Background: an optimization exercise with open tools, aiming at small area. Do not read the settings as production practice.
In this exercise RTL edits were held to simulation tests only and were not proved equivalent to the original.
Power figures rest on the tool's default switching activity, not on a simulated workload.

## design/flow/run.sh

```bash
#!/bin/bash
# synth_recipe.tcl (not shown) runs the flow's synth.tcl, then flattens the netlist and writes it again
# the make line also repeats each setting of config.mk as NAME=value (left out here)
make -C /OpenROAD-flow-scripts/flow DESIGN_CONFIG=/design/flow/config.mk WORK_HOME=/design/flow/orfs CLKGATE_MAP_FILE= SYNTH_SCRIPT=/design/flow/synth_recipe.tcl finish
```

## design/flow/config.mk

```make
export PLATFORM = sky130hd
export DESIGN_NAME = ruhman_led_multi
export DESIGN_NICKNAME = ruhman_led_multi
export VERILOG_FILES = /design/flow/design.v
export SDC_FILE = /design/flow/constraint.sdc
export NUM_CORES = 4
export LEC_CHECK = 0
export CAP_MARGIN = 20
export CORE_MARGIN = 2
export CORE_UTILIZATION = 40
export SLEW_MARGIN = 20
```

## design/flow/constraint.sdc

```tcl
create_clock -name core_clock -period 10.0 [get_ports {clk}]
set_input_delay 2.0000 -clock core_clock [delete_from_list [all_inputs] [get_ports {clk}]]
set_output_delay 2.0000 -clock core_clock [all_outputs]
set_load 0.01 [all_outputs]
```

## design/flow/design.v

```verilog
module ruhman_led_multi #(
    parameter int unsigned N          = 16,
    parameter int unsigned CLK_PER_MS = 100,
    parameter int unsigned HP_W       = 16
) (
    input  logic         clk,
    input  logic         reset_n,
    input  logic         cs,
    input  logic         read,
    input  logic         write,
    input  logic [4:0]   addr,
    input  logic [31:0]  wr_data,
    output logic [31:0]  rd_data,
    output logic [N-1:0] dout
);
    localparam int unsigned   PW        = (CLK_PER_MS > 1) ? $clog2(CLK_PER_MS) : 1;
    localparam logic [PW-1:0] PrescLast = PW'(CLK_PER_MS - 1);
    logic [PW-1:0] presc_q;
    logic [3:0]    phase_q;    
    logic [3:0]    phase_n;
    logic          hold_q;     
    logic          ms_tick;
    logic          ph0, ph15;
    logic          bus_wr;
    logic          sync_sel;
    logic [15:0]   ch_hp   [N];
    logic [1:0]    ch_mode [N];
    logic [3:0]    ch_bc   [N];
    logic [N-1:0]  done_vec;
    logic          unused_bits;
    logic [15:0]   wd_hp;
    logic [15:0]   wd_hp_rot;
    logic          wd_hs;
    logic [1:0]    wd_mode;
    logic [3:0]    wd_bc;
    assign bus_wr      = cs && write;
    assign sync_sel    = bus_wr && (addr == 5'd16);
    assign ms_tick     = (presc_q == PrescLast);
    assign ph0         = (phase_q == 4'd0);
    assign ph15        = (phase_q == 4'd15);
    assign phase_n     = phase_q + 4'd1;
    assign unused_bits = read ^ (^wr_data);
    assign wd_hp       = reset_n ? wr_data[15:0] : 16'd0;
    assign wd_hs       = (wd_hp[15:1] == 15'd0);
    assign wd_mode     = reset_n ? wr_data[17:16] : 2'b00;
    assign wd_bc       = reset_n ? wr_data[23:20] : 4'd0;
    assign wd_hp_rot   = 16'({wd_hp, wd_hp} >> phase_n);
    always_ff @(posedge clk) begin
        if (!reset_n || ms_tick) presc_q <= '0;
        else                     presc_q <= presc_q + PW'(1);
    end
    always_ff @(posedge clk) begin
        if (!reset_n) begin
            phase_q <= '0;
            hold_q  <= 1'b0;
        end else begin
            phase_q <= phase_n;
            hold_q  <= (ms_tick || hold_q) && !ph15;
        end
    end
    for (genvar i = 0; i < N; i++) begin : g_ch
        logic [15:0] hpr_q;        
        logic [15:0] cnr_q;        
        logic [1:0]  mode_q;
        logic [3:0]  bc_q;
        logic        hs_q;         
        logic        cy_q;         
        logic        eq_q;         
        logic        stp_q;        
        logic [3:0]  nb_q;         
        logic        led_q, done_q;
        logic        cfg_wr, ld, restart, run, reached, step, adv, clr;
        logic        cy_eff, cbit, nbit, match;
        assign cfg_wr  = bus_wr && (addr == 5'(i));
        assign ld      = cfg_wr || !reset_n;
        assign restart = cfg_wr || (sync_sel && wr_data[i] && mode_q[1]);
        assign run     = ms_tick && mode_q[1] && !done_q && !restart;
        assign reached = stp_q || hs_q;
        assign step    = run && reached;
        assign adv     = run && !reached;
        assign clr     = restart || step;    
        assign cy_eff  = cy_q && !hold_q;
        assign cbit    = cnr_q[0] ^ ph0;      
        assign nbit    = cbit ^ cy_eff;       
        assign match   = (nbit == hpr_q[0]);
        always_ff @(posedge clk) begin
            if (ld) begin
                hpr_q  <= wd_hp_rot;
                mode_q <= wd_mode;
                bc_q   <= wd_bc;
                hs_q   <= wd_hs;
            end else begin
                hpr_q  <= {hpr_q[0], hpr_q[15:1]};
            end
        end
        always_ff @(posedge clk) begin
            if (clr) begin
                cnr_q <= '0;
                cy_q  <= 1'b0;
                eq_q  <= 1'b0;
                stp_q <= 1'b0;
            end else begin
                cnr_q <= {cnr_q[0] ^ cy_eff, cnr_q[15:1]};
                if (adv)         cy_q <= 1'b1;
                else if (!hold_q) cy_q <= cy_q && cbit;
                eq_q  <= (ph0 || eq_q) && match;
                if (ph15) stp_q <= eq_q && match;
            end
        end
        always_ff @(posedge clk) begin
            if (!reset_n) begin
                led_q  <= 1'b0;
                done_q <= 1'b0;
            end else if (restart) begin
                nb_q   <= '0;
                done_q <= 1'b0;
                led_q  <= cfg_wr ? (wr_data[17:16] != 2'b00) : 1'b1;
            end else if (step) begin
                led_q <= !led_q;
                if (mode_q[0] && led_q) begin
                    nb_q   <= nb_q + 4'd1;
                    done_q <= (nb_q + 4'd1 == bc_q);
                end
            end
        end
        assign dout[i]     = led_q;
        assign done_vec[i] = done_q;
        assign ch_hp[i]    = hpr_q;
        assign ch_mode[i]  = mode_q;
        assign ch_bc[i]    = bc_q;
    end
    logic [15:0] rd_hpr;
    always_comb begin
        rd_hpr = '0;
        for (int i = 0; i < N; i++) begin
            if (addr == 5'(i)) rd_hpr = ch_hp[i];
        end
    end
    always_comb begin
        rd_data = '0;
        for (int i = 0; i < N; i++) begin
            if (addr == 5'(i)) rd_data[23:16] = {ch_bc[i], 2'b00, ch_mode[i]};
        end
        if (addr[4] == 1'b0) rd_data[15:0] = 16'({rd_hpr, rd_hpr} >> (5'd16 - {1'b0, phase_q}));
        if (addr == 5'd17) begin
            rd_data[N-1:0]  = dout;
            rd_data[16 +: N] = done_vec;
        end
    end
endmodule
```

==> impl_results.md, run 1 <==
- CTS tree: done
- Filler cells: 7,499
- Required arrival time at the worst endpoint: 8.00 ns
- Initial Util: 40.3%
- Most area-consuming cells after synthesis: dfxtp_1 (37%), edfxtp_1 (16%), mux2_2 (9.3%), and2_1 (5.0%), xnor2_1 (2.9%)
- Area enclosed by the die boundary: 0.0849 mm^2
- Maximum clock insertion buffer count: 3
- Clock slew at reported path FFs: 0.06 ns
- Clock root buffer: clkbuf_16
- CTS HTree Levels: 3
- Global-route wire length before repair: 154,000 um
- Slew @ Worst Pin: 1.15 ns
- Leakage Power: 14.2 nW
- Vias: 24.0k
- Average wire length per cell after detail routing: 24.6 um
- Total routed wirelength: 103,000 um
- Number of ports placed on the die boundary: 90
- Count of standard-cell rows: 105
- Chip Height: 291 um
- Number of port buffers: 78
- Crit Path Max Fanout: 25
- HPWL after detailed placement: 73,700 um
- Most common cell in the synthesized netlist: dfxtp_1
- Hold Startpoint: g_ch[2].cnr_q[14]
- R2R depth: 8
- Worst-skew pair later-pin latency: 0.66 ns
- Core outline area: 0.0818 mm^2
- Top-area cell type share of the netlist area: 36.6%
- Top FF cell, synth: dfxtp_1
- Endpoints failing setup: 0
- Tightest hold margin: 0.400 ns
- Max Clock Freq: 111 MHz
- Layout Nets: 3,137
- Peak supply drop: 0.110 mV
- Post-synthesis instance area: 0.0330 mm^2
- Aggregate negative setup slack: 0 ns
- Share of synthesized flip-flops with an asynchronous set or reset: 0%
- Warnings, synthesis: 4
- Clock net sink count: 780
- CP Class: in2out
- First-pass detailed-route iteration total: 5
- Final critical-path required period: 9.00 ns
- Cts bufs inserted: 81
- Pin count of the biggest net entering global routing: 76
- Number of remaining DRC errors: 0
- Run status: no timing/DRC/antenna violations
- Part of the Yosys area used for sequential elements: 52.6%
- Post-route clock skew: 0.0398 ns
- Kind of end point of the critical path: primary output
- Antenna violations before repair: 2
- Total count of hold-check failures in the final report: 0
- Number of global-route vias before repair: 23.6k
- Data arrival, critical path: 7.00 ns
- Quantity of gates resized following cts: 0
- Endpoint of the most critical register-to-register path: g_ch[0].hpr_q[13]
- Buffers inserted during post-CTS setup optimization: 0
- Gr usage total: 24.0%
- Normalized max-slew margin: 23.0%
- Tcrit/Tclk final: 90.0%
- Post-synthesis cell type with the largest combined area: dfxtp_1
- Most frequent cells after synthesis: dfxtp_1 (604), mux2_2 (272), and2_1 (264), nor2_1 (196), edfxtp_1 (176)
- Width of the chip: 291 um
- Via/cell ratio: 5.71
- Multi-input gate area: 0.0146 mm^2
- Power density relative to cell area: 211 mW/mm^2
- Count of state elements after synthesis: 780
- Share of cells above drive strength 1: 18.2%
- Antenna Cells: 0
- Placer congestion estimate: 0.940
- Number of maximum-capacitance violations: 0
- Kind of start point of the critical path: input pin
- Overflow after GRT: 0
- Unrepaired setup endpoints after global routing: false
- Library cells used by synthesis: 105
- Reg area: 0.0174 mm^2
- Hold/Removal Path Class: reg2reg
- Worst-case hold path end point: g_ch[2].cnr_q[13]
- Antenna Nets Post-Route: 0
- Launch instance of the worst register-to-register path: phase_q[0]
- Post-Synthesis Cells: 3,048
- Number of nets in the synthesized netlist: 3,109
- Layout overhead on the synthesized area: 13.7%
- Number of buffers inserted for hold repair after clock tree synthesis: 0
- Iter 0 DRT Violations: 2,386
- Setup slack of the worst register-to-register path: 5.89 ns
- Number of instances on the worst hold path: 1
- Count of pins over their slew limit: 0
- Number of synthesized flops with an enable pin: 176
- Avg Inst Size Synth: 10.8 um^2
[layer usage]
metal  vias up  track usage [%]  part of all wire, %
li1      10914                -                    -
met1     11818             32.9                   44
met2      1074             37.6                   45
met3       221             4.02                  7.5
met4         0             9.81                  3.8
met5         -                0                    0
[flip-flops by register name, indices dropped and copies added (netlist names)]
| signal | cells |
|---|---|
| g_ch.bc_q | 64 |
| g_ch.cnr_q | 256 |
| g_ch.cy_q | 16 |
| g_ch.done_q | 16 |
| g_ch.eq_q | 16 |
| g_ch.hpr_q | 256 |
| g_ch.hs_q | 16 |
| g_ch.led_q | 16 |
| g_ch.mode_q | 32 |
| g_ch.nb_q | 64 |
| g_ch.stp_q | 16 |
| hold_q | 1 |
| phase_q | 4 |
| presc_q | 7 |
[placed cells by master, fill, tap and decap left out, types with 18 or more instances in the layout]
cell type / count
dfxtp_1: 602
mux2_2: 272
and2_1: 264
nor2_1: 195
edfxtp_1: 176
nand2_1: 144
o21ai_0: 123
xnor2_1: 111
a21oi_1: 109
clkbuf_16: 84
nand3_1: 78
clkdlybuf4s50_1: 73
nor3_1: 64
buf_4: 64
xor2_1: 56
and3_1: 33
o22ai_1: 31
a211oi_1: 31
inv_1: 31
a22oi_1: 31
nand3b_1: 30
o21a_1: 30
nor2b_1: 29
a21boi_0: 23
mux2i_1: 20
mux4_2: 20
nor4_1: 20
clkbuf_8: 20
ha_1: 19
a221oi_1: 18
[where the power goes]
part	internal, W	switching, W
registers	0.00356	0.000230
logic	0.000460	0.000585
clock network	0.00176	0.00132
total	0.00579	0.00213
[how the worst max path moves through the flow]
stage / start / endpoint / slack (ns) / cells after the start
final: addr[0] / rd_data[9] / 1.00 / 12
after global routing: addr[0] / rd_data[8] / 0.86 / 12
after CTS: addr[0] / rd_data[9] / 1.16 / 12
after detailed placement: addr[0] / rd_data[9] / 1.18 / 12
after global placement: addr[0] / rd_data[9] / 1.22 / 12
after floorplan: addr[2] / rd_data[13] / 3.65 / 12
[logic make-up after synthesis]
family                   after synthesis  synth area share (%)
XOR/XNOR                             169                  4.48
multiplexers                         313                  11.3
flip-flops                           780                  52.6
buffers and inverters                239                  3.38
adder cells (fa/ha/maj)               19                 0.720
AND/OR/NAND/NOR                      966                  15.9
AO/OA/AOI/OAI                        562                  11.6
[critical path: stages]
cell and delay (ns):
buf_2 0.51, buf_4 0.40, and3b_1 0.37, nand2_1 0.54, o221ai_1 0.40, nand2_1 0.08, a31oi_1 0.68, mux2i_1 0.30
mux2i_1 0.28, mux2i_1 0.14, o221ai_1 0.58, clkdlybuf4s50_1 0.67
[through the flow]
| step | area (um^2) | worst slack (ns) | total power, W | util, % | instances |
|---|---|---|---|---|---|
| after detailed placement | 34700 | 1.18 | 0.00487 | 42.4 | 4061 |
| final | 37500 | 1.00 | 0.00792 | 45.9 | 4209 |
| after global routing | 37500 | 0.863 | 0.00819 | 45.9 | 4209 |
| after CTS | 37500 | 1.16 | 0.00794 | 45.8 | 4207 |
| after global placement | 34700 | 1.22 | 0.00485 | 42.4 | 4061 |
| after floorplan | 33000 | 3.65 | 0.00445 | - | 3048 |
[layout make-up]
class / instances / area share, %
well taps: 1070 / 3.57
clock buffers: 116 / 6.46
flip-flops and latches: 780 / 46.3
inverters: 40 / 0.400
clock inverters: 30 / 0.863
repair buffers: 144 / 3.48
multi-input cells: 2029 / 38.9
==> run 2: changes to the inputs <==
--- a/design/flow/design.v
+++ b/design/flow/design.v
@@ -15,10 +15,12 @@
 );
     localparam int unsigned   PW        = (CLK_PER_MS > 1) ? $clog2(CLK_PER_MS) : 1;
     localparam logic [PW-1:0] PrescLast = PW'(CLK_PER_MS - 1);
+    localparam logic [15:0]   RingInv   = 16'haaaa;
     logic [PW-1:0] presc_q;
     logic [3:0]    phase_q;    
     logic [3:0]    phase_n;
     logic          hold_q;     
+    logic          win_q;      
     logic          ms_tick;
     logic          ph0, ph15;
     logic          bus_wr;
@@ -53,7 +55,9 @@
         if (!reset_n) begin
             phase_q <= '0;
             hold_q  <= 1'b0;
+            win_q   <= 1'b0;
         end else begin
+            win_q   <= ((ms_tick || hold_q) && ph15) || (win_q && !ph15);
             phase_q <= phase_n;
             hold_q  <= (ms_tick || hold_q) && !ph15;
         end
@@ -61,11 +65,11 @@
     for (genvar i = 0; i < N; i++) begin : g_ch
         logic [15:0] hpr_q;        
         logic [15:0] cnr_q;        
+        logic [15:0] hpr_v, cnr_v;  
         logic [1:0]  mode_q;
         logic [3:0]  bc_q;
         logic        hs_q;         
         logic        cy_q;         
-        logic        eq_q;         
         logic        stp_q;        
         logic [3:0]  nb_q;         
         logic        led_q, done_q;
@@ -79,32 +83,32 @@
         assign step    = run && reached;
         assign adv     = run && !reached;
         assign clr     = restart || step;    
+        assign hpr_v   = hpr_q ^ RingInv;
+        assign cnr_v   = cnr_q ^ RingInv;
         assign cy_eff  = cy_q && !hold_q;
-        assign cbit    = cnr_q[0] ^ ph0;      
+        assign cbit    = cnr_v[0] ^ ph0;      
         assign nbit    = cbit ^ cy_eff;       
-        assign match   = (nbit == hpr_q[0]);
+        assign match   = (nbit == hpr_v[0]);
         always_ff @(posedge clk) begin
             if (ld) begin
-                hpr_q  <= wd_hp_rot;
+                hpr_q  <= wd_hp_rot ^ RingInv;
                 mode_q <= wd_mode;
                 bc_q   <= wd_bc;
                 hs_q   <= wd_hs;
             end else begin
-                hpr_q  <= {hpr_q[0], hpr_q[15:1]};
+                hpr_q  <= {hpr_v[0], hpr_v[15:1]} ^ RingInv;
             end
         end
         always_ff @(posedge clk) begin
             if (clr) begin
-                cnr_q <= '0;
+                cnr_q <= RingInv;
                 cy_q  <= 1'b0;
-                eq_q  <= 1'b0;
                 stp_q <= 1'b0;
             end else begin
-                cnr_q <= {cnr_q[0] ^ cy_eff, cnr_q[15:1]};
+                cnr_q <= {cnr_v[0] ^ cy_eff, cnr_v[15:1]} ^ RingInv;
                 if (adv)         cy_q <= 1'b1;
                 else if (!hold_q) cy_q <= cy_q && cbit;
-                eq_q  <= (ph0 || eq_q) && match;
-                if (ph15) stp_q <= eq_q && match;
+                if (win_q) stp_q <= (ph0 || stp_q) && match;
             end
         end
         always_ff @(posedge clk) begin
@@ -125,23 +129,21 @@
         end
         assign dout[i]     = led_q;
         assign done_vec[i] = done_q;
-        assign ch_hp[i]    = hpr_q;
+        assign ch_hp[i]    = hpr_v;
         assign ch_mode[i]  = mode_q;
         assign ch_bc[i]    = bc_q;
     end
-    logic [15:0] rd_hpr;
+    logic [N-1:0] rd_sel;
+    logic [21:0]  rd_ch;
+    logic [15:0]  rd_hpr;
     always_comb begin
-        rd_hpr = '0;
+        rd_ch = '0;
         for (int i = 0; i < N; i++) begin
-            if (addr == 5'(i)) rd_hpr = ch_hp[i];
+            rd_sel[i] = (addr == 5'(i));
+            rd_ch = rd_ch | ({ch_bc[i], ch_mode[i], ch_hp[i]} & {22{rd_sel[i]}});
         end
-    end
-    always_comb begin
-        rd_data = '0;
-        for (int i = 0; i < N; i++) begin
-            if (addr == 5'(i)) rd_data[23:16] = {ch_bc[i], 2'b00, ch_mode[i]};
-        end
-        if (addr[4] == 1'b0) rd_data[15:0] = 16'({rd_hpr, rd_hpr} >> (5'd16 - {1'b0, phase_q}));
+        rd_hpr = 16'({rd_ch[15:0], rd_ch[15:0]} >> (5'd16 - {1'b0, phase_q}));
+        rd_data = {8'h00, rd_ch[21:18], 2'b00, rd_ch[17:16], rd_hpr};
         if (addr == 5'd17) begin
             rd_data[N-1:0]  = dout;
             rd_data[16 +: N] = done_vec;
--- a/design/flow/config.mk
+++ b/design/flow/config.mk
@@ -5,7 +5,9 @@
 export SDC_FILE = /design/flow/constraint.sdc
 export NUM_CORES = 4
 export LEC_CHECK = 0
+export ABC_AREA = 1
 export CAP_MARGIN = 20
 export CORE_MARGIN = 2
-export CORE_UTILIZATION = 40
+export CORE_UTILIZATION = 60
+export CTS_BUF_LIST = sky130_fd_sc_hd__clkbuf_4
 export SLEW_MARGIN = 20
==> run 2 against run 1 <==
Effect of this change: global-route usage rose by 13 points; fmax rose by 8.5%; critical path depth rose by 6; first-iteration DRC count rose by 28%; largest power group unchanged.
==> impl_results.md, run 2 <==
- Run status: no timing/DRC/antenna violations
- Pin count of the biggest net entering global routing: 44 (-42%)
- Cell with the largest stage delay on the worst path: nor2_2
- Xor/xnor cell area share of the yosys netlist: 3.07% (-1.4 points)
- Average wire length per cell after detail routing: 20.9 um (-15%)
- Avg Inst Size Synth: 8.42 um^2 (-22%)
- Number of nets in the synthesized netlist: 3,744 (+20%)
- Share of synthesized flip-flops with an asynchronous set or reset: 0% (unchanged)
- Number of remaining DRC errors: 0 (unchanged)
- Most frequent cells after synthesis: nand2_1 (857), dfxtp_1 (589), nor2_1 (429), inv_1 (324), o21ai_0 (313)
- Fraction of the mapped netlist area in adder cells: 0.766% (+0.046 points)
- Total routed wirelength: 97,500 um (-5.7%)
- Kind of end point of the critical path: primary output
- Most used cell along the critical path: nand2_1
- Tcrit/Tclk final: 83.0% (-7.0 points)
- Leading cell types in the layout, fill and taps excluded: nand2_1 (857), dfxtp_1 (589), nor2_1 (427), inv_1 (324), o21ai_0 (313)
- Endpoints failing setup: 0 (unchanged)
- Registers with the most flip-flops: g_ch.cnr_q (256), g_ch.hpr_q (256)
- Total count of hold-check failures in the final report: 0 (unchanged)
- HPWL after detailed placement: 69,000 um (-6.3%)
- Area enclosed by the die boundary: 0.0535 mm^2 (-37%)
- Placer congestion estimate: 1.02 (+8.3%)
- Count of state elements after synthesis: 765 (-1.9%)
- Aggregate negative setup slack: 0 ns (unchanged)
- R2R depth: 11 (+3)
- Normalized max-slew margin: 28.9% (+5.8 points)
- Warnings, synthesis: 4 (unchanged)
- Post-route clock skew: 0.0516 ns (+0.0118 ns)
- Most common cell in the synthesized netlist: nand2_1
- Unrepaired setup endpoints after global routing: false
- Core outline area: 0.0512 mm^2 (-37%)
- Most common cell after layout, fill and taps aside: nand2_1
- CP Class: in2out
- CTS tree: done
- Kind of start point of the critical path: input pin
- Overflow after GRT: 0 (unchanged)
- Most area-consuming cells after synthesis: dfxtp_1 (38%), edfxtp_1 (17%), nand2_1 (10%), nor2_1 (5.2%), o21ai_0 (5.1%)
- Layout overhead on the synthesized area: 11.9%
- Number of port buffers: 78 (unchanged)
- Gr usage total: 36.8% (+13 points)
- Fraction of synthesized area in multiplexers: 2.10% (-9.2 points)
- Placed standard-cell area: 0.0322 mm^2 (-7.2%)
- Compound-Gate Fraction of Synth Area: 9.31% (-2.3 points)
- Buffers inserted during post-CTS setup optimization: 0 (unchanged)
- Width of the chip: 231 um (-21%)
- Endpoint of the most critical register-to-register path: g_ch[8].hpr_q[3]
- Worst-path cell chain: clkdlybuf4s50_1 > inv_1 > buf_4 > nand2_2 > nor2_2 > nand2_1 > nand2_1 > nor2_1 > nand2_1 > nor2_1 > nand2_1 > nand3_1 > nand3_1 > nand3_1 > nand2_1 > nor2_1 > nor2_1 > clkdlybuf4s50_1
- Count of standard-cell rows: 83 (-21%)
- Slowest cell delay on critical path: 0.76 ns (+0.08 ns)
- Initial Util: 60.6% (+20 points)
- Maximum clock insertion buffer count: 3 (unchanged)
- Max Clock Freq: 121 MHz (+8.5%)
- Top FF cell, synth: dfxtp_1
- Layout Nets: 3,890 (+24%)
- Post-synthesis instance area: 0.0310 mm^2 (-6.1%)
- Crit Path Max Fanout: 25 (unchanged)
- Worst-skew pair later-pin latency: 1.10 ns (+0.44 ns)
- Worst-case hold path end point: g_ch[9].cnr_q[11]
- Data arrival, critical path: 6.30 ns (-0.70 ns)
- Antenna violations before repair: 5 (+3)
- Dominant combinational cell family by area after synthesis: simple AND/OR/NAND/NOR gates
- Launch instance of the worst register-to-register path: phase_q[0]
- Hold Startpoint: g_ch[9].cnr_q[12]
- Count of pins over their slew limit: 0 (unchanged)
- Number of ports placed on the die boundary: 90 (unchanged)
- CTS HTree Levels: 4 (+1)
- Vias: 26.5k (+10%)
- Cts bufs inserted: 188 (+130%)
- Setup slack of the worst register-to-register path: 5.32 ns (-0.57 ns)
- Peak supply drop: 0.155 mV (+41%)
- Number of synthesized flops with an enable pin: 176 (unchanged)
- Hold/Removal Path Class: reg2reg
- Number of instances on the worst hold path: 1 (unchanged)
- Share of cells above drive strength 1: 10.6% (-7.5 points)
- Library cells used by synthesis: 52 (-50%)
- Quantity of gates resized following cts: 0 (unchanged)
- Required arrival time at the worst endpoint: 8.00 ns (about the same)
- Clock slew at reported path FFs: 0.07 ns (about the same)
- Top-area cell type share of the netlist area: 38.0% (+1.4 points)
- Part of the Yosys area used for sequential elements: 55.1% (+2.4 points)
- Via/cell ratio: 5.68 (-0.51%)
- Number of global-route vias before repair: 25.0k (+6.0%)
- Synthesized-area fraction occupied by and/or/nand/nor cells: 22.8% (+6.9 points)
- Global-route wire length before repair: 146,000 um (-5.0%)
- Clock root buffer: clkbuf_4
- Post-route cell area: 0.0347 mm^2 (-7.6%)
- Final critical-path required period: 8.30 ns (-0.702 ns)
- Chip Height: 231 um (-21%)
- Number of buffers inserted for hold repair after clock tree synthesis: 0 (unchanged)
- Clock net sink count: 765 (-1.9%)
- Leakage Power: 15.2 nW (+7.2%)
- Post-Synthesis Cells: 3,683 (+21%)
- Number of maximum-capacitance violations: 0 (unchanged)
- Antenna Nets Post-Route: 0 (unchanged)
- First-pass detailed-route iteration total: 6 (+1)
- Power density relative to cell area: 207 mW/mm^2 (-1.8%)
- Iter 0 DRT Violations: 3,059 (+28%)
- Post-synthesis cell type with the largest combined area: dfxtp_1
- Slew @ Worst Pin: 1.07 ns (-0.0849 ns)
run 2: kinds of logic after synthesis:
logic type / count (synthesis)
and+or+nand+nor: 1690
DFF: 765
AOI/OAI and AO/OA: 518
buffers and inverters: 518
xor gates and xnor gates: 108
muxes: 65
adders and majority gates: 19
run 2: how the worst max path moves through the flow:
stage	endpoint	from	cells past startpoint
2_1_floorplan	rd_data[5]	addr[4]	17
3_3_place_gp	rd_data[5]	addr[4]	18
5_1_grt	rd_data[11]	addr[4]	18
3_5_place_dp	rd_data[5]	addr[4]	18
4_1_cts	rd_data[5]	addr[4]	18
6_report	rd_data[5]	addr[4]	18
run 2: area by class of cell:
cell class	instances	area, um^2
Sequential cell	765	17100
Timing Repair Buffer	122	1120
Clock inverter	55	324
Inverter	352	1320
Multi-Input combinational cell	2400	11900
Tap cell	680	851
Antenna cell	6	15.0
Clock buffer	284	2130
Fill cell	4303	16500
run 2: power by group:
group          internal, W  leakage (nW)  switching (W)  total (W)
logic             0.000280          7.30       0.000670   0.000950
registers          0.00344          6.49       0.000145    0.00359
clock network      0.00136          1.45        0.00129    0.00265
run 2: worst max-delay path, delay by kind of cell:
kind	cells	cell delay (ns)
buf+inv	4	1.98
simple gates	14	2.30
run 2: stage by stage:
step	cells	util (%)	hold slack [ns]	setup WS, ns	power [W]
floorplan	3683	-	0.351	4.36	0.00417
global placement	4319	62.9	0.352	1.87	0.00454
detailed placement	4319	62.9	0.355	1.82	0.00456
CTS	4658	67.7	0.351	1.83	0.00718
global route	4663	67.8	0.356	1.51	0.00750
finish	4664	67.8	0.354	1.70	0.00719
run 2: layer usage:
metal  part of all wire, %  routed length (um)  global-route usage [%]  vias up
li1                      -                   -                       -    12441
met1                    40               39100                    48.3    12380
met2                    43               42300                    55.0     1383
met3                    11               10500                    9.77      283
met4                   5.7                5540                    21.1        2
met5                 0.011                  11                       0        -
==> run 3: changes to the inputs <==
--- a/design/flow/config.mk
+++ b/design/flow/config.mk
@@ -5,9 +5,8 @@
 export SDC_FILE = /design/flow/constraint.sdc
 export NUM_CORES = 4
 export LEC_CHECK = 0
-export ABC_AREA = 1
 export CAP_MARGIN = 20
 export CORE_MARGIN = 2
 export CORE_UTILIZATION = 60
-export CTS_BUF_LIST = sky130_fd_sc_hd__clkbuf_4
+export CTS_BUF_LIST = sky130_fd_sc_hd__clkbuf_8
 export SLEW_MARGIN = 20
==> run 3 against run 2 <==
Effect of this change: clock power about the same; still clean on timing, DRC and antenna; power rose by 2.0%; critical path type unchanged; fmax decreased by 8.6%; clock skew fell by 0.015 ns; sequential cell count did not move; global-route usage increased by 4.0 points; worst setup slack worse by 0.78 ns; die area fell by 1.6%.
==> impl_results.md, run 3 <==
- Kind of start point of the critical path: input pin
- Global-route wire length before repair: 157,000 um (+7.4%)
- Utilization of the core after routing: 68.4% (+0.59 points)
- Registers with the most flip-flops: g_ch.cnr_q (256), g_ch.hpr_q (256)
- Tcrit/Tclk final: 90.8% (+7.8 points)
- Final Worst Setup Slack: 0.922 ns (-0.783 ns)
- Post-synthesis instance area: 0.0305 mm^2 (-1.7%)
- Filler cells: 3,829 (-11%)
- Avg Inst Size Synth: 9.92 um^2 (+18%)
- Post-Synthesis Cells: 3,076 (-16%)
- Placed standard-cell area: 0.0319 mm^2 (-1.0%)
- Most frequent cells after synthesis: dfxtp_1 (589), nor2_1 (445), nand2_1 (343), o21ai_0 (191), a21oi_1 (178)
- Worst-path cell chain: clkdlybuf4s50_1 > buf_4 > or3_1 > nor2_1 > a2111oi_0 > and3_1 > mux4_2 > o221ai_1 > a2bb2oi_1 > clkdlybuf4s50_1
- Part of the Yosys area used for sequential elements: 56.0% (+0.93 points)
- CP Class: in2out
- Launching element of the worst setup path: addr[4]
- Clock net sink count: 765 (unchanged)
- Chip Height: 229 um (-0.82%)
- Aggregate negative setup slack: 0 ns (unchanged)
- Vias: 25.0k (-5.8%)
- Hold Startpoint: g_ch[1].cnr_q[2]
- Hold/Removal Path Class: reg2reg
- CTS tree: done
- Number of port buffers: 78 (unchanged)
- Layout overhead on the synthesized area: 12.4%
- Unrepaired setup endpoints after global routing: false
- Number of maximum-capacitance violations: 0 (unchanged)
- Launch instance of the worst register-to-register path: phase_q[0]
- Run status: no timing/DRC/antenna violations
- Count of standard-cell rows: 82 (-1.2%)
- Placer congestion estimate: 1.06 (+4.2%)
- Number of synthesized flops with an enable pin: 176 (unchanged)
- CTS HTree Levels: 3 (-1)
- Gr usage total: 40.8% (+4.0 points)
- Power density relative to cell area: 214 mW/mm^2 (+3.2%)
- Layout Nets: 3,222 (-17%)
- Total count of hold-check failures in the final report: 0 (unchanged)
- Share of synthesized flip-flops with an asynchronous set or reset: 0% (unchanged)
- Clock slew at reported path FFs: 0.06 ns (about the same)
- Library cells used by synthesis: 80 (+54%)
- Number of nets in the synthesized netlist: 3,137 (-16%)
- Via/cell ratio: 6.35 (+12%)
- HPWL after detailed placement: 78,300 um (+13%)
- Data arrival, critical path: 7.08 ns (+0.78 ns)
- Most common cell after layout, fill and taps aside: dfxtp_1
- Width of the chip: 229 um (-0.82%)
- Core outline area: 0.0502 mm^2 (-2.0%)
- Maximum clock insertion buffer count: 3 (unchanged)
- Count of state elements after synthesis: 765 (unchanged)
- Total routed wirelength: 108,000 um (+11%)
- Post-synthesis cell type with the largest combined area: dfxtp_1
- Number of ports placed on the die boundary: 90 (unchanged)
- Number of remaining DRC errors: 0 (unchanged)
- Crit Path Max Fanout: 16 (-36%)
- Number of global-route vias before repair: 24.4k (-2.4%)
- Worst slack, placed: 1.19 ns (-0.627 ns)
- Max Clock Freq: 110 MHz (-8.6%)
- Final critical-path required period: 9.08 ns (+0.783 ns)
- Top FF cell, synth: dfxtp_1
- First-pass detailed-route iteration total: 8 (+2)
- Buffers inserted during post-CTS setup optimization: 0 (unchanged)
- Initial Util: 60.8% (+0.22 points)
- Peak supply drop: 0.223 mV (+44%)
- Average wire length per cell after detail routing: 27.4 um (+31%)
- Slowest cell delay on critical path: 0.86 ns (+0.10 ns)
- Most area-consuming cells after synthesis: dfxtp_1 (39%), edfxtp_1 (17%), nor2_1 (5.5%), nand2_1 (4.2%), xnor2_1 (3.3%)
- Kind of end point of the critical path: primary output
- Pin count of the biggest net entering global routing: 73 (+66%)
- Most common cell in the synthesized netlist: dfxtp_1
- Crit-path leading delay family: buffers and inverters
- Number of buffers and inverters on the critical path: 3 (-1)
- Leading cell types in the layout, fill and taps excluded: dfxtp_1 (588), nor2_1 (444), nand2_1 (343), o21ai_0 (191), a21oi_1 (178)
- Number of buffers inserted for hold repair after clock tree synthesis: 0 (unchanged)
- Cell with the largest stage delay on the worst path: clkdlybuf4s50_1
- Share of cells above drive strength 1: 11.1% (+0.51 points)
- Post-route clock skew: 0.0367 ns (-0.0149 ns)
- Endpoints failing setup: 0 (unchanged)
- Antenna violations before repair: 0 (-5)
- Cts bufs inserted: 114 (-39%)
- Top-area cell type share of the netlist area: 38.7% (+0.64 points)
- Post-route cell area: 0.0343 mm^2 (-1.2%)
- Warnings, synthesis: 4 (unchanged)
- Slew @ Worst Pin: 1.14 ns (+0.0740 ns)
- Most used cell along the critical path: clkdlybuf4s50_1
- Overflow after GRT: 0 (unchanged)
- Worst-skew pair later-pin latency: 0.74 ns (-0.36 ns)
- Count of pins over their slew limit: 0 (unchanged)
- Required arrival time at the worst endpoint: 8.00 ns (about the same)
- Antenna Nets Post-Route: 0 (unchanged)
- Clock root buffer: clkbuf_8
- Area enclosed by the die boundary: 0.0527 mm^2 (-1.6%)
- Normalized max-slew margin: 23.3% (-5.6 points)
- Leakage Power: 13.2 nW (-14%)
- Iter 0 DRT Violations: 3,074 (+0.49%)
- Quantity of gates resized following cts: 0 (unchanged)
[run 3: changes by cell type in the layout (fill, tap and decap cells not counted), moves of 38 or more]
| cell | change |
|---|---|
| o21ai_0 | -122 |
| a22oi_1 | +62 |
| inv_1 | -271 |
| clkbuf_8 | +136 |
| clkbuf_4 | -284 |
| a21oi_1 | +105 |
| nand3_1 | -200 |
| xnor2_1 | +84 |
| mux2_2 | +38 |
| nand2_1 | -514 |
[run 3: worst paths after layout]
path / depth (start not counted) / end / slack [ns]
worst max-delay path: 10 / rd_data[7] / 0.92
worst min-delay path: 1 / g_ch[1].cnr_q[1] / 0.36
worst max register to register: 11 / g_ch[1].hpr_q[11] / 5.86
worst min register to register: 1 / g_ch[1].cnr_q[1] / 0.36
[run 3: metal layers]
metal	share of wire (%)	vias to the layer above	track usage, %
li1	-	10986	-
met1	37	11879	51.6
met2	44	1666	62.0
met3	10	426	8.65
met4	8.6	0	29.6
met5	0	-	0
[run 3: metrics by stage]
step           power (W)  hold slack [ns]  std cells
2_1_floorplan    0.00426            0.343       3076
3_3_place_gp     0.00469            0.344       3716
3_5_place_dp     0.00471            0.348       3717
4_1_cts          0.00730            0.363       3929
5_1_grt          0.00755            0.367       3929
6_report         0.00733            0.363       3932
[run 3: worst reg2reg max path: cells and delay by family (launching register included)]
family	cells	cell delay, ns
AO/OA/AOI/OAI	2	0.37
buffers and inverters	4	1.74
AND/OR/NAND/NOR	2	0.19
adder cells (fa/ha/maj)	1	0.55
multiplexers	2	0.90
flip-flops	1	0.32
[run 3: logic make-up after synthesis]
family                   count (synthesis)  synth area share [%]
AND/OR/NAND/NOR                       1166                  17.4
flip-flops                             765                  56.0
AO/OA/AOI/OAI                          618                  12.4
buffers and inverters                  216                  3.15
XOR/XNOR                               161                  4.62
multiplexers                           131                  5.61
adder cells (fa/ha/maj)                 19                 0.779
[run 3: area by class of cell]
class	count	area [um^2]	share of cell area (%)
Sequential cell	765	17100	49.8
Clock buffer	136	1870	5.46
Antenna cell	3	7.51	0.0219
Multi-Input combinational cell	2095	12500	36.5
Inverter	30	113	0.328
Tap cell	672	841	2.45
Timing Repair Buffer	155	1350	3.93
Clock inverter	76	518	1.51
[run 3: power breakdown]
group | switching (W) | internal (W)
Combinational | 0.000591 | 0.000354
Clock | 0.00123 | 0.00140
Sequential | 0.000259 | 0.00350
Total | 0.00208 | 0.00525
==> run 4: changes to the inputs <==
--- a/design/flow/config.mk
+++ b/design/flow/config.mk
@@ -7,6 +7,7 @@
 export LEC_CHECK = 0
 export CAP_MARGIN = 20
 export CORE_MARGIN = 2
-export CORE_UTILIZATION = 60
-export CTS_BUF_LIST = sky130_fd_sc_hd__clkbuf_8
+export CORE_UTILIZATION = 40
+export CTS_CLUSTER_DIAMETER = 100
+export CTS_CLUSTER_SIZE = 22
 export SLEW_MARGIN = 20
==> run 4 against run 3 <==
Effect of this change: still clean on timing, DRC and antenna; sequential share of layout area rose by 1.4 points; combinational power decreased by 2%; utilization decreased by 24 points; sequential power barely moved; wire length decreased by 1.9%; via count down 5.5%; synthesized cell count unchanged; register-to-register slack improved by 0.41 ns; non-clock buffer count decreased by 12; first-iteration DRC count decreased by 13%; largest cell class unchanged; largest power group unchanged.
==> impl_results.md, run 4 <==
- Top-area cell type share of the netlist area: 38.7% (unchanged)
- Met3 WL: 8460 um (-25%)
- Number of remaining DRC errors: 0 (unchanged)
- Leading cell types in the layout, fill and taps excluded: dfxtp_1 (587), nor2_1 (445), nand2_1 (343), o21ai_0 (191), a21oi_1 (178)
- Non-filler instance count after layout: 4,077 (+3.7%)
- Registers with the most flip-flops: g_ch.cnr_q (256), g_ch.hpr_q (256)
- Width of the chip: 280 um (+22%)
- Library cells used by synthesis: 80 (unchanged)
- Iter 0 DRT Violations: 2,671 (-13%)
- Total count of hold-check failures in the final report: 0 (unchanged)
- Final Worst Setup Slack: 1.03 ns (+0.110 ns)
- Layout Nets: 3,136 (-2.7%)
- Warnings, synthesis: 4 (unchanged)
- Kind of end point of the critical path: primary output
- Crit Path Max Fanout: 24 (+8)
- Top routing layer used: met5
- Post-synthesis cell type with the largest combined area: dfxtp_1
- Number of buffers inserted for hold repair after clock tree synthesis: 0 (unchanged)
- Max Clock Freq: 112 MHz (+1.2%)
- Post-route clock skew: 0.0283 ns (-0.00837 ns)
- Placer congestion estimate: 1.01 (-4.8%)
- Launch instance of the worst register-to-register path: phase_q[0]
- Worst-skew pair later-pin latency: 0.61 ns (-0.13 ns)
- Most area-consuming cells after synthesis: dfxtp_1 (39%), edfxtp_1 (17%), nor2_1 (5.5%), nand2_1 (4.2%), xnor2_1 (3.3%)
- Clock slew at reported path FFs: 0.09 ns (+0.03 ns)
- Count of standard-cell rows: 101 (+23%)
- Unrepaired setup endpoints after global routing: false
- Chip Height: 280 um (+22%)
- Post-Synthesis Cells: 3,076 (unchanged)
- Data arrival, critical path: 6.97 ns (-0.11 ns)
- Aggregate negative setup slack: 0 ns (unchanged)
- Final critical-path required period: 8.97 ns (-0.110 ns)
- CTS HTree Levels: 2 (-1)
- Avg Inst Size Synth: 9.92 um^2 (unchanged)
- Tcrit/Tclk final: 89.7% (-1.1 points)
- Peak supply drop: 0.115 mV (-48%)
- Clock net sink count: 765 (unchanged)
- Part of the Yosys area used for sequential elements: 56.0% (unchanged)
- HPWL after detailed placement: 78,300 um (about the same)
- Via/cell ratio: 5.79 (-8.8%)
- Number of global-route vias before repair: 21.7k (-11%)
- Antenna Nets Post-Route: 0 (unchanged)
- Tightest hold margin: 0.361 ns (-0.00124 ns)
- Kind of start point of the critical path: input pin
- Hold/Removal Path Class: reg2reg
- Normalized max-slew margin: 13.7% (-9.7 points)
- Total routed wirelength: 106,000 um (-1.9%)
- Cts bufs inserted: 40 (-65%)
- Clock root buffer: clkbuf_16
- Post-route cell area: 0.0334 mm^2 (-2.7%)
- Buffers inserted during post-CTS setup optimization: 0 (unchanged)
- Gr usage total: 26.5% (-14 points)
- Worst slack, placed: 1.33 ns (+0.133 ns)
- Total instance count after detailed placement: 4,011 (+7.9%)
- Number of port buffers: 78 (unchanged)
- Core outline area: 0.0757 mm^2 (+51%)
- Required arrival time at the worst endpoint: 8.00 ns (about the same)
- Power density relative to cell area: 194 mW/mm^2 (-9.2%)
- Layout overhead on the synthesized area: 9.37%
- Number of synthesized flops with an enable pin: 176 (unchanged)
- Overflow after GRT: 0 (unchanged)
- Met2 wire length: 46,900 um (-0.64%)
- CTS tree: done
- Count of state elements after synthesis: 765 (unchanged)
- Pin count of the biggest net entering global routing: 69 (-5.5%)
- Global-route wire length before repair: 152,000 um (-3.3%)
- Antenna Cells: 0 (-3)
- Area enclosed by the die boundary: 0.0785 mm^2 (+49%)
- Vias: 23.6k (-5.5%)
- Number of nets in the synthesized netlist: 3,137 (unchanged)
- Slew @ Worst Pin: 1.29 ns (+0.152 ns)
- Total routed wire length on the met1 layer: 45,900 um (+14%)
- Placed standard-cell area: 0.0322 mm^2 (+0.99%)
- First-pass detailed-route iteration total: 6 (-2)
- Quantity of gates resized following cts: 0 (unchanged)
- Hold Startpoint: g_ch[6].cnr_q[4]
- Share of cells above drive strength 1: 7.36% (-3.8 points)
- Endpoints failing setup: 0 (unchanged)
- Most frequent cells after synthesis: dfxtp_1 (589), nor2_1 (445), nand2_1 (343), o21ai_0 (191), a21oi_1 (178)
- CP Class: in2out
- Run status: no timing/DRC/antenna violations
- Post-synthesis instance area: 0.0305 mm^2 (unchanged)
- Antenna violations before repair: 3 (+3)
- Launching element of the worst setup path: addr[4]
- Top FF cell, synth: dfxtp_1
- Maximum clock insertion buffer count: 3 (unchanged)
- Initial Util: 40.3% (-21 points)
- Count of pins over their slew limit: 0 (unchanged)
- Average wire length per cell after detail routing: 26.0 um (-5.4%)
- Most common cell in the synthesized netlist: dfxtp_1
- Share of synthesized flip-flops with an asynchronous set or reset: 0% (unchanged)
- Number of ports placed on the die boundary: 90 (unchanged)
- Leakage Power: 12.3 nW (-6.9%)
- Most common cell after layout, fill and taps aside: dfxtp_1
- Number of maximum-capacitance violations: 0 (unchanged)
run 4: cell counts after synthesis:
Identical to the previous run, type by type.
run 4: through the flow:
| step | power (W) | utilization, % |
|---|---|---|
| floorplan | 0.00426 | - |
| global placement | 0.00470 | 42.5 |
| detailed placement | 0.00471 | 42.5 |
| CTS | 0.00648 | 44.1 |
| global route | 0.00671 | 44.1 |
| finish | 0.00648 | 44.1 |
run 4: final cells by class:
type                    instances  area, um^2
well taps                     978        1220
repair buffers                143        1260
clock inverters                 3        38.8
fillers                      7325       42300
multi-input cells            2095       12500
inverters                      30         113
flip-flops and latches        765       17100
clock buffers                  63        1130
run 4: per-layer routing:
layer | track usage, % | vias up
li1 | - | 10757
met1 | 36.7 | 11549
met2 | 41.3 | 1082
met3 | 4.54 | 203
met4 | 10.4 | 2
met5 | 0 | -
run 4: where the power goes:
group	switching (W)	total, W	internal, W
Sequential	0.000248	0.00374	0.00349
Clock	0.00101	0.00181	0.000799
Combinational	0.000575	0.000928	0.000353
run 4: worst paths after layout:
path                      endpoint  slack [ns]  depth (start not counted)
setup / recovery       rd_data[15]        1.03                         11
hold / removal    g_ch[6].cnr_q[3]        0.36                          1
setup reg to reg  g_ch[9].hpr_q[3]        6.27                         10
hold reg to reg   g_ch[6].cnr_q[3]        0.36                          1
run 4: critical path, stage by stage:
cell and delay, ns:
clkdlybuf4s50_1 0.81, buf_4 0.42, nand3b_1 0.60, nor2_1 0.38, a221oi_1 0.44, nand4_1 0.45, mux2_2 0.48, mux4_2 0.48
a32oi_1 0.20, nand3_1 0.16, clkdlybuf4s50_1 0.52
run 4: kinds of logic (layout without fill, tap and decap cells):
logic type	after synthesis	after routing	share of synthesized area, %
xor gates and xnor gates	161	161	4.62
buffers and inverters	216	239	3.15
AOI/OAI and AO/OA	618	618	12.4
and+or+nand+nor	1166	1166	17.4
adders and majority gates	19	19	0.779
muxes	131	131	5.61
DFF	765	765	56.0
==> run 5: changes to the inputs <==
--- a/design/flow/config.mk
+++ b/design/flow/config.mk
@@ -9,5 +9,5 @@
 export CORE_MARGIN = 2
 export CORE_UTILIZATION = 40
 export CTS_CLUSTER_DIAMETER = 100
-export CTS_CLUSTER_SIZE = 22
+export CTS_CLUSTER_SIZE = 28
 export SLEW_MARGIN = 20
==> run 5 against run 4 <==
Effect of this change: still clean on timing, DRC and antenna; power fell by 1.4%; worst setup slack better by 0.031 ns; design area decreased by 0.33%; critical path type unchanged; largest cell class unchanged.
==> impl_results.md, run 5 <==
- Most area-consuming cells after synthesis: dfxtp_1 (39%), edfxtp_1 (17%), nor2_1 (5.5%), nand2_1 (4.2%), xnor2_1 (3.3%)
- Launch instance of the worst register-to-register path: phase_q[0]
- Share of cells above drive strength 1: 7.40% (+0.039 points)
- Post-route cell area: 0.0333 mm^2 (-0.33%)
- Number of ports placed on the die boundary: 90 (unchanged)
- Most frequent cells after synthesis: dfxtp_1 (589), nor2_1 (445), nand2_1 (343), o21ai_0 (191), a21oi_1 (178)
- CTS tree: done
- Unrepaired setup endpoints after global routing: false
- Leading cell types in the layout, fill and taps excluded: dfxtp_1 (587), nor2_1 (445), nand2_1 (343), o21ai_0 (191), a21oi_1 (178)
- Leakage Power: 12.2 nW (-0.46%)
- Aggregate negative setup slack: 0 ns (unchanged)
- Dominant combinational cell family by area after synthesis: simple AND/OR/NAND/NOR gates
- Worst slack, placed: 1.33 ns (unchanged)
- Post-synthesis instance area: 0.0305 mm^2 (unchanged)
- CTS HTree Levels: 2 (unchanged)
- Number of remaining DRC errors: 0 (unchanged)
- Clock net sink count: 765 (unchanged)
- Most common cell after layout, fill and taps aside: dfxtp_1
- Hold/Removal Path Class: reg2reg
- Post-synthesis cell type with the largest combined area: dfxtp_1
- Synthesized-area fraction occupied by and/or/nand/nor cells: 17.4% (unchanged)
- Top FF cell, synth: dfxtp_1
- Number of maximum-capacitance violations: 0 (unchanged)
- Kind of start point of the critical path: input pin
- Iter 0 DRT Violations: 2,622 (-1.8%)
- Gr busiest metal: met2
- Total routed wirelength: 106,000 um (-0.24%)
- Overflow after GRT: 0 (unchanged)
- First-pass detailed-route iteration total: 6 (unchanged)
- Average wire length per cell after detail routing: 25.9 um (-0.19%)
- Registers with the most flip-flops: g_ch.cnr_q (256), g_ch.hpr_q (256)
- Warnings, synthesis: 4 (unchanged)
- Most common cell in the synthesized netlist: dfxtp_1
- Run status: no timing/DRC/antenna violations
- Power density relative to cell area: 192 mW/mm^2 (-1.1%)
- Global-route wire length before repair: 152,000 um (about the same)
- M3 GR Usage: 4.51% (-0.025 points)
- Via/cell ratio: 5.76 (-0.39%)
- Count of state elements after synthesis: 765 (unchanged)
- Cts bufs inserted: 35 (-13%)
- Post-route clock skew: 0.0455 ns (+0.0172 ns)
- Final critical-path required period: 8.94 ns (-0.0313 ns)
- Chip Height: 280 um (unchanged)
- Endpoint of the most critical register-to-register path: g_ch[9].hpr_q[3]
- Reg area: 0.0171 mm^2 (unchanged)
- Vias: 23.5k (-0.44%)
- Area enclosed by the die boundary: 0.0785 mm^2 (unchanged)
- Total instance count after detailed placement: 4,011 (unchanged)
- HPWL after detailed placement: 78,300 um (unchanged)
- Number of global-route vias before repair: 21.7k (-0.11%)
- Clock root buffer: clkbuf_16
- Quantity of gates resized following cts: 0 (unchanged)
- Filler cells: 7,347 (+0.30%)
- Final Worst Setup Slack: 1.06 ns (+0.0313 ns)
- Antenna violations before repair: 2 (-1)
- Fraction of the mapped netlist area in adder cells: 0.779% (unchanged)
- Buffers inserted during post-CTS setup optimization: 0 (unchanged)
- Endpoints failing setup: 0 (unchanged)
- Maximum clock insertion buffer count: 3 (unchanged)
- CP Class: in2out
- Number of port buffers: 78 (unchanged)
- Crit Path Max Fanout: 24 (unchanged)
- Max Clock Freq: 112 MHz (+0.35%)
- Count of pins over their slew limit: 0 (unchanged)
- Final Total Pwr: 0.00639 W (-1.4%)
- Global-route track usage on met1: 36.7% (about the same)
- Share of synthesized flip-flops with an asynchronous set or reset: 0% (unchanged)
- Antenna Nets Post-Route: 0 (unchanged)
- Core outline area: 0.0757 mm^2 (unchanged)
- Part of the Yosys area used for sequential elements: 56.0% (unchanged)
- Width of the chip: 280 um (unchanged)
- Normalized max-slew margin: 19.5% (+5.8 points)
- Number of synthesized flops with an enable pin: 176 (unchanged)
- R2R depth: 10 (unchanged)
- Multi-input gate area: 0.0125 mm^2 (unchanged)
- Tcrit/Tclk final: 89.4% (-0.31 points)
- Setup slack of the worst register-to-register path: 6.24 ns (-0.03 ns)
- Layout Nets: 3,131 (-0.16%)
- Required arrival time at the worst endpoint: 8.00 ns (about the same)
- Peak supply drop: 0.106 mV (-8.3%)
- Launching element of the worst setup path: addr[4]
- Worst setup endpoint: rd_data[8]
- Top-area cell type share of the netlist area: 38.7% (unchanged)
- Number of nets in the synthesized netlist: 3,137 (unchanged)
- Worst-skew pair later-pin latency: 0.62 ns (about the same)
- Gr usage total: 26.5% (about the same)
- Avg Inst Size Synth: 9.92 um^2 (unchanged)
- Total count of hold-check failures in the final report: 0 (unchanged)
- Data arrival, critical path: 6.94 ns (-0.03 ns)
- Placed standard-cell area: 0.0322 mm^2 (unchanged)
- Compound-Gate Fraction of Synth Area: 12.4% (unchanged)
- Non-filler instance count after layout: 4,075 (-0.049%)
- Library cells used by synthesis: 80 (unchanged)
- Fraction of synthesized area in multiplexers: 5.61% (unchanged)
- Count of standard-cell rows: 101 (unchanged)
- Met2 routing resource usage after global routing: 41.2% (-0.076 points)
- Layout overhead on the synthesized area: 9.00%
- Xor/xnor cell area share of the yosys netlist: 4.62% (unchanged)
- Clock slew at reported path FFs: 0.10 ns (about the same)
- Initial Util: 40.3% (unchanged)
- Post-Synthesis Cells: 3,076 (unchanged)
- Placer congestion estimate: 1.01 (unchanged)
- Slew @ Worst Pin: 1.21 ns (-0.0868 ns)
- Pin count of the biggest net entering global routing: 69 (unchanged)
- Number of buffers inserted for hold repair after clock tree synthesis: 0 (unchanged)
- Kind of end point of the critical path: primary output
[run 5: final cells by class]
class                      count  area share (%)
tap                          978            3.68
antenna                        1         0.00753
sequential                   765            51.4
clock buffer                  52            2.83
timing repair buffer         143            3.79
multi-input combinational   2095            37.7
clock inverter                11           0.346
inverter                      30           0.339
[run 5: where the power goes]
part,total [W],switching (W),internal [W]
Combinational,0.000928,0.000575,0.000353
Clock,0.00172,0.00103,0.000689
Sequential,0.00374,0.000248,0.00350
[run 5: critical path, cell delays in order]
cell	delay (ns)
clkdlybuf4s50_1	0.68
buf_4	0.38
nor2_1	0.71
nand3_1	0.61
o22ai_1	0.57
or4_1	0.40
mux2_2	0.35
mux2i_1	0.10
mux2_2	0.30
o211ai_1	0.22
clkdlybuf4s50_1	0.59
[run 5: layer usage]
layer	part of all wire, %	wire length, um
met5	0.012	13
met3	8.0	8400
met4	4.1	4300
met2	44	46800
met1	44	46100
[run 5: cells by family after synthesis]
kind of cell / count (synthesis)
simple gates: 1166
flops: 765
compound gates: 618
buf+inv: 216
xor+xnor: 161
mux: 131
fa+ha+maj: 19
[run 5: how the worst min path moves through the flow]
stage | cells after the start | start | endpoint | slack, ns
after global placement | 1 | g_ch[15].cnr_q[6] | g_ch[15].cnr_q[5] | 0.34
after CTS | 1 | g_ch[10].cnr_q[4] | g_ch[10].cnr_q[3] | 0.36
after detailed placement | 1 | g_ch[0].cnr_q[6] | g_ch[0].cnr_q[5] | 0.35
after global routing | 1 | g_ch[8].cnr_q[14] | g_ch[8].cnr_q[13] | 0.37
after floorplan | 1 | g_ch[0].cnr_q[12] | g_ch[0].cnr_q[11] | 0.34
final | 1 | g_ch[10].cnr_q[4] | g_ch[10].cnr_q[3] | 0.35
[run 5: through the flow]
stage	hold slack (ns)	utilization, %
after global routing	0.371	43.9
after global placement	0.344	42.5
after detailed placement	0.347	42.5
after floorplan	0.343	-
final	0.355	43.9
after CTS	0.356	43.9
==> run 6: changes to the inputs <==
--- a/design/flow/config.mk
+++ b/design/flow/config.mk
@@ -5,6 +5,7 @@
 export SDC_FILE = /design/flow/constraint.sdc
 export NUM_CORES = 4
 export LEC_CHECK = 0
+export ABC_AREA = 1
 export CAP_MARGIN = 20
 export CORE_MARGIN = 2
 export CORE_UTILIZATION = 40
==> run 6 against run 5 <==
Effect of this change: global-route usage fell by 2.8 points; clock power about the same; worst hold slack worse by 0.0040 ns; critical endpoint is now rd_data[0]; largest power group unchanged.
==> impl_results.md, run 6 <==
- Run status: no timing/DRC/antenna violations
- HPWL after detailed placement: 68,800 um (-12%)
- Number of remaining DRC errors: 0 (unchanged)
- Number of port buffers: 78 (unchanged)
- Leading cell types in the layout, fill and taps excluded: nand2_1 (857), dfxtp_1 (589), nor2_1 (427), inv_1 (324), o21ai_0 (313)
- Layout overhead on the synthesized area: 8.70%
- Maximum clock insertion buffer count: 3 (unchanged)
- Clock slew at reported path FFs: 0.11 ns (about the same)
- Quantity of gates resized following cts: 0 (unchanged)
- Crit Path Max Fanout: 24 (unchanged)
- Count of pins over their slew limit: 0 (unchanged)
- Width of the chip: 282 um (+0.82%)
- Initial Util: 40.2% (-0.060 points)
- Part of the Yosys area used for sequential elements: 55.1% (-0.93 points)
- Registers with the most flip-flops: g_ch.cnr_q (256), g_ch.hpr_q (256)
- Post-synthesis instance area: 0.0310 mm^2 (+1.7%)
- Number of synthesized flops with an enable pin: 176 (unchanged)
- Normalized max-slew margin: 24.1% (+4.6 points)
- Kind of end point of the critical path: primary output
- Average wire length per cell after detail routing: 20.1 um (-22%)
- Most common cell in the synthesized netlist: nand2_1
- Number of global-route vias before repair: 22.4k (+2.9%)
- Final Total Pwr: 0.00625 W (-2.1%)
- Endpoints failing setup: 0 (unchanged)
- Kind of start point of the critical path: input pin
- Worst-path cell chain: clkdlybuf4s50_1 > inv_1 > nand3_4 > nor2_1 > buf_4 > nand2_1 > nand2_1 > nor2_1 > nand2_1 > nor2_1 > nand2_1 > nand3_1 > nand2_1 > nand2_1 > nand3_1 > o21ai_1 > o21ai_1 > clkdlybuf4s50_1
- Final Worst Setup Slack: 1.64 ns (+0.581 ns)
- Via/cell ratio: 5.22 (-9.5%)
- Antenna Cells: 0 (-1)
- Pin count of the biggest net entering global routing: 44 (-36%)
- Number of nets in the synthesized netlist: 3,744 (+19%)
- Worst-skew pair later-pin latency: 0.61 ns (about the same)
- Vias: 24.7k (+5.2%)
- Top FF cell, synth: dfxtp_1
- Area enclosed by the die boundary: 0.0798 mm^2 (+1.7%)
- Most used cell along the critical path: nand2_1
- Buffers inserted during post-CTS setup optimization: 0 (unchanged)
- Global-route wire length before repair: 141,000 um (-7.0%)
- Most frequent cells after synthesis: nand2_1 (857), dfxtp_1 (589), nor2_1 (429), inv_1 (324), o21ai_0 (313)
- Most area-consuming cells after synthesis: dfxtp_1 (38%), edfxtp_1 (17%), nand2_1 (10%), nor2_1 (5.2%), o21ai_0 (5.1%)
- Iter 0 DRT Violations: 2,674 (+2.0%)
- Aggregate negative setup slack: 0 ns (unchanged)
- Total routed wirelength: 95,200 um (-9.8%)
- Post-synthesis cell type with the largest combined area: dfxtp_1
- Post-route clock skew: 0.0357 ns (-0.00986 ns)
- Tcrit/Tclk final: 83.6% (-5.8 points)
- Hold/Removal Path Class: reg2reg
- Avg Inst Size Synth: 8.42 um^2 (-15%)
- Most common cell after layout, fill and taps aside: nand2_1
- Total count of hold-check failures in the final report: 0 (unchanged)
- Worst slack, placed: 1.72 ns (+0.390 ns)
- Overflow after GRT: 0 (unchanged)
- Max Clock Freq: 120 MHz (+7.0%)
- Core outline area: 0.0771 mm^2 (+1.8%)
- CTS HTree Levels: 2 (unchanged)
- Post-Synthesis Cells: 3,683 (+20%)
- Library cells used by synthesis: 52 (-35%)
- Unrepaired setup endpoints after global routing: false
- First-pass detailed-route iteration total: 8 (+2)
- Cts bufs inserted: 34 (-2.9%)
- Peak supply drop: 0.107 mV (+1.0%)
- Count of standard-cell rows: 102 (+0.99%)
- Number of maximum-capacitance violations: 0 (unchanged)
- Share of synthesized flip-flops with an asynchronous set or reset: 0% (unchanged)
- Warnings, synthesis: 4 (unchanged)
- Required arrival time at the worst endpoint: 8.00 ns (about the same)
- Clock net sink count: 765 (unchanged)
- Layout Nets: 3,735 (+19%)
- Placer congestion estimate: 0.945 (-6.5%)
- Data arrival, critical path: 6.36 ns (-0.58 ns)
- Clock root buffer: clkbuf_16
- Chip Height: 282 um (+0.82%)
- Gr usage total: 23.6% (-2.8 points)
- CTS tree: done
- Leakage Power: 14.3 nW (+17%)
- Top-area cell type share of the netlist area: 38.0% (-0.64 points)
- CP Class: in2out
- Antenna Nets Post-Route: 0 (unchanged)
- Count of state elements after synthesis: 765 (unchanged)
- Cell with the largest stage delay on the worst path: inv_1
- Power density relative to cell area: 185 mW/mm^2 (-3.5%)
- Antenna violations before repair: 0 (-2)
- Slowest cell delay on critical path: 0.75 ns (+0.04 ns)
- Slew @ Worst Pin: 1.14 ns (-0.0688 ns)
- Number of buffers inserted for hold repair after clock tree synthesis: 0 (unchanged)
- Filler cells: 7,745 (+5.4%)
- Share of cells above drive strength 1: 4.44% (-3.0 points)
- Final critical-path required period: 8.36 ns (-0.581 ns)
- Number of ports placed on the die boundary: 90 (unchanged)
==> run 6: per-stage QoR <==
stage                     cell area (um^2)  utilization, %  instances  hold slack (ns)
after floorplan                      31000               -       3683            0.351
after global placement               32600            42.4       4677            0.353
after detailed placement             32700            42.4       4677            0.355
after CTS                            33700            43.7       4735            0.357
after global routing                 33700            43.7       4736            0.372
final                                33700            43.7       4736            0.351
==> run 6: final cells by class <==
| class | instances | area [um^2] | share of cell area (%) |
|---|---|---|---|
| clock buffers | 54 | 990 | 2.94 |
| inverters | 352 | 1320 | 3.93 |
| flip-flops and latches | 765 | 17100 | 50.6 |
| repair buffers | 121 | 1100 | 3.26 |
| clock inverters | 4 | 60.1 | 0.178 |
| well taps | 1040 | 1300 | 3.86 |
| multi-input cells | 2400 | 11900 | 35.2 |
==> run 6: routing by layer <==
layer | track usage (%) | up-vias | part of all wire [%]
met5 | 0 | - | 0
met3 | 2.82 | 143 | 7.2
li1 | - | 11927 | -
met4 | 7.84 | 0 | 3.3
met1 | 33.6 | 11806 | 45
met2 | 37.3 | 839 | 45
==> run 6: path summary, 6_finish.rpt <==
| check | startpoint | to | slack, ns | cells past startpoint |
|---|---|---|---|---|
| min | g_ch[14].cnr_q[6] | g_ch[14].cnr_q[5] | 0.35 | 1 |
| max reg2reg | phase_q[0] | g_ch[8].hpr_q[3] | 5.13 | 11 |
| max | addr[4] | rd_data[0] | 1.64 | 18 |
| min reg2reg | g_ch[14].cnr_q[6] | g_ch[14].cnr_q[5] | 0.35 | 1 |
==> run 6: cells by family after synthesis <==
kind of cell               synth area share (%)
buffers and inverters                      6.86
muxes                                      2.10
DFF                                        55.1
and+or+nand+nor                            22.8
adders and majority gates                 0.766
AOI/OAI and AO/OA                          9.31
xor gates and xnor gates                   3.07
==> run 6: worst max-delay path: cells and delay by family <==
family | cells | cell delay, ns
AOI/OAI and AO/OA | 2 | 0.29
buffers and inverters | 4 | 2.21
and+or+nand+nor | 12 | 1.84
==> run 6: where the power goes <==
| group | switching (W) | total (W) | internal [W] |
|---|---|---|---|
| Clock | 0.00101 | 0.00172 | 0.000706 |
| Sequential | 0.000142 | 0.00358 | 0.00344 |
| Combinational | 0.000674 | 0.000955 | 0.000281 |
| Total | 0.00183 | 0.00625 | 0.00443 |
==> run 7: changes to the inputs <==
==> design/flow/config.mk (replaced) <==
export PLATFORM = sky130hd
export DESIGN_NAME = ruhman_led_multi
export DESIGN_NICKNAME = ruhman_led_multi
export VERILOG_FILES = /design/flow/design.v
export SDC_FILE = /design/flow/constraint.sdc
export NUM_CORES = 4
export LEC_CHECK = 0
export CAP_MARGIN = 20
export CORE_MARGIN = 2
export CORE_UTILIZATION = 40
export CTS_CLUSTER_DIAMETER = 70
export CTS_CLUSTER_SIZE = 34
export SLEW_MARGIN = 20
==> run 7 against run 6 <==
Effect of this change: clock skew decreased by 0.0085 ns; first-iteration DRC count grew 0.41%; die area shrank 1.6%; critical endpoint is now rd_data[8]; sequential cell count unchanged; critical path depth decreased by 7; still clean.
==> impl_results.md, run 7 <==
- Run status: no timing/DRC/antenna violations
- Power density relative to cell area: 202 mW/mm^2 (+9.2%)
- Iter 0 DRT Violations: 2,685 (+0.41%)
- Post-Synthesis Cells: 3,076 (-16%)
- Part of the Yosys area used for sequential elements: 56.0% (+0.93 points)
- Peak supply drop: 0.124 mV (+16%)
- Count of standard-cell rows: 101 (-0.98%)
- Total routed wirelength: 106,000 um (+11%)
- Initial Util: 40.3% (+0.060 points)
- Tcrit/Tclk final: 90.0% (+6.5 points)
- Number of synthesized flops with an enable pin: 176 (unchanged)
- Kind of end point of the critical path: primary output
- CP Class: in2out
- Share of cells above drive strength 1: 8.42% (+4.0 points)
- Total count of hold-check failures in the final report: 0 (unchanged)
- Final critical-path required period: 9.00 ns (+0.647 ns)
- Post-synthesis instance area: 0.0305 mm^2 (-1.7%)
- Clock root buffer: clkbuf_16
- Leading cell types in the layout, fill and taps excluded: dfxtp_1 (587), nor2_1 (445), nand2_1 (343), o21ai_0 (191), a21oi_1 (178)
- Vias: 23.6k (-4.4%)
- Final Worst Setup Slack: 0.997 ns (-0.647 ns)
- Slew @ Worst Pin: 1.30 ns (+0.168 ns)
- Maximum clock insertion buffer count: 3 (unchanged)
- Overflow after GRT: 0 (unchanged)
- Required arrival time at the worst endpoint: 8.00 ns (about the same)
- Gr busiest metal: met2
- Layout overhead on the synthesized area: 11.0%
- Endpoints failing setup: 0 (unchanged)
- Layout Nets: 3,139 (-16%)
- Number of remaining DRC errors: 0 (unchanged)
- Number of global-route vias before repair: 21.8k (-2.5%)
- Antenna Cells: 0 (unchanged)
- Clock slew at reported path FFs: 0.12 ns (about the same)
- Worst slack, placed: 1.33 ns (-0.390 ns)
- R2R depth: 10 (-1)
- Hold Startpoint: g_ch[10].cnr_q[4]
- Count of state elements after synthesis: 765 (unchanged)
- Number of maximum-capacitance violations: 0 (unchanged)
- Most common cell after layout, fill and taps aside: dfxtp_1
- Most common cell in the synthesized netlist: dfxtp_1
- Cts bufs inserted: 43 (+26%)
- Normalized max-slew margin: 12.8% (-11 points)
- Number of port buffers: 78 (unchanged)
- Registers with the most flip-flops: g_ch.cnr_q (256), g_ch.hpr_q (256)
- Utilization of the core after routing: 44.8% (+1.0 points)
- Kind of start point of the critical path: input pin
- CTS HTree Levels: 2 (unchanged)
- Antenna Nets Post-Route: 0 (unchanged)
- Global-route wire length before repair: 152,000 um (+7.6%)
- Via/cell ratio: 5.77 (+11%)
- Share of synthesized flip-flops with an asynchronous set or reset: 0% (unchanged)
- Data arrival, critical path: 7.00 ns (+0.64 ns)
- Aggregate negative setup slack: 0 ns (unchanged)
- Avg Inst Size Synth: 9.92 um^2 (+18%)
- Tightest hold margin: 0.341 ns (-0.0104 ns)
- Unrepaired setup endpoints after global routing: false
- Most frequent cells after synthesis: dfxtp_1 (589), nor2_1 (445), nand2_1 (343), o21ai_0 (191), a21oi_1 (178)
- Pin count of the biggest net entering global routing: 69 (+57%)
- Global-route track usage on met1: 36.8% (+3.2 points)
- Post-route clock skew: 0.0272 ns (-0.00848 ns)
- Number of nets in the synthesized netlist: 3,137 (-16%)
- Antenna violations before repair: 3 (+3)
- Final Total Pwr: 0.00686 W (+9.7%)
- Number of instances on the worst hold path: 1 (unchanged)
- HPWL after detailed placement: 78,300 um (+14%)
- Placer congestion estimate: 1.01 (+6.9%)
- Quantity of gates resized following cts: 0 (unchanged)
- Warnings, synthesis: 4 (unchanged)
- Post-synthesis cell type with the largest combined area: dfxtp_1
- Endpoint of the most critical register-to-register path: g_ch[9].hpr_q[3]
- CTS tree: done
[run 7: changes by cell type after synthesis, sizes merged, moves of 31 or more]
cell | previous run | this run
xnor2 | 31 | 115
and2 | 0 | 33
nand2 | 865 | 343
a21oi | 73 | 178
xor2 | 77 | 46
clkbuf | 72 | 126
o21ai | 330 | 202
mux2 | 0 | 39
inv | 343 | 14
a22oi | 5 | 67
and3 | 0 | 36
or3 | 0 | 37
nand3 | 276 | 73
buf | 94 | 60
[run 7: worst max-delay path, cell delays in order]
cell and delay, ns:
clkdlybuf4s50_1 0.68, buf_4 0.38, nor2_1 0.76, nand3_1 0.63, o22ai_1 0.56, or4_1 0.40
mux2_2 0.35, mux2i_1 0.09, mux2_2 0.30, o211ai_1 0.22, clkdlybuf4s50_1 0.59
[run 7: cell families (layout without fill, tap and decap cells)]
family,Yosys count,in the layout,share of synthesized area [%]
AOI/OAI and AO/OA,618,618,12.4
xor gates and xnor gates,161,161,4.62
adders and majority gates,19,19,0.779
buffers and inverters,216,253,3.15
DFF,765,765,56.0
muxes,131,131,5.61
and+or+nand+nor,1166,1166,17.4
[run 7: per-layer routing]
metal / up-vias / routed length, um
met5: - / 27
met4: 4 / 4530
met3: 207 / 8320
met2: 1093 / 46900
met1: 11545 / 46000
li1: 10771 / -
[run 7: final cells by class]
| type | count | area (um^2) |
|---|---|---|
| clock buffers | 46 | 1130 |
| multi-input cells | 2095 | 12500 |
| flip-flops and latches | 765 | 17100 |
| inverters | 30 | 113 |
| fillers | 7259 | 41800 |
| repair buffers | 143 | 1260 |
| clock inverters | 34 | 549 |
| well taps | 978 | 1220 |
[run 7: worst max-delay path by stage]
stage | cells after the start | startpoint | end
final | 11 | addr[4] | rd_data[8]
after global routing | 12 | addr[4] | rd_data[9]
after CTS | 11 | addr[4] | rd_data[15]
after detailed placement | 11 | addr[4] | rd_data[15]
after global placement | 11 | addr[4] | rd_data[8]
after floorplan | 11 | addr[0] | rd_data[4]
[run 7: where the power goes]
group / internal, W / switching (W)
clock network: 0.000937 / 0.00125
registers: 0.00349 / 0.000248
logic: 0.000353 / 0.000574
total: 0.00479 / 0.00207
[run 7: metrics by stage]
stage	instance area [um^2]	cells
2_1_floorplan	30500	3076
3_3_place_gp	32200	4011
3_5_place_dp	32200	4011
4_1_cts	33900	4091
5_1_grt	33900	4091
6_report	33900	4091

Check on run 7: ideal ports give 0.997 ns setup slack; a clkbuf_16 on the clock port and buf_2 on the inputs give 0.974 ns; moving port delays by the midpoint clock arrival (0.681 ns) as well gives 0.974 ns.
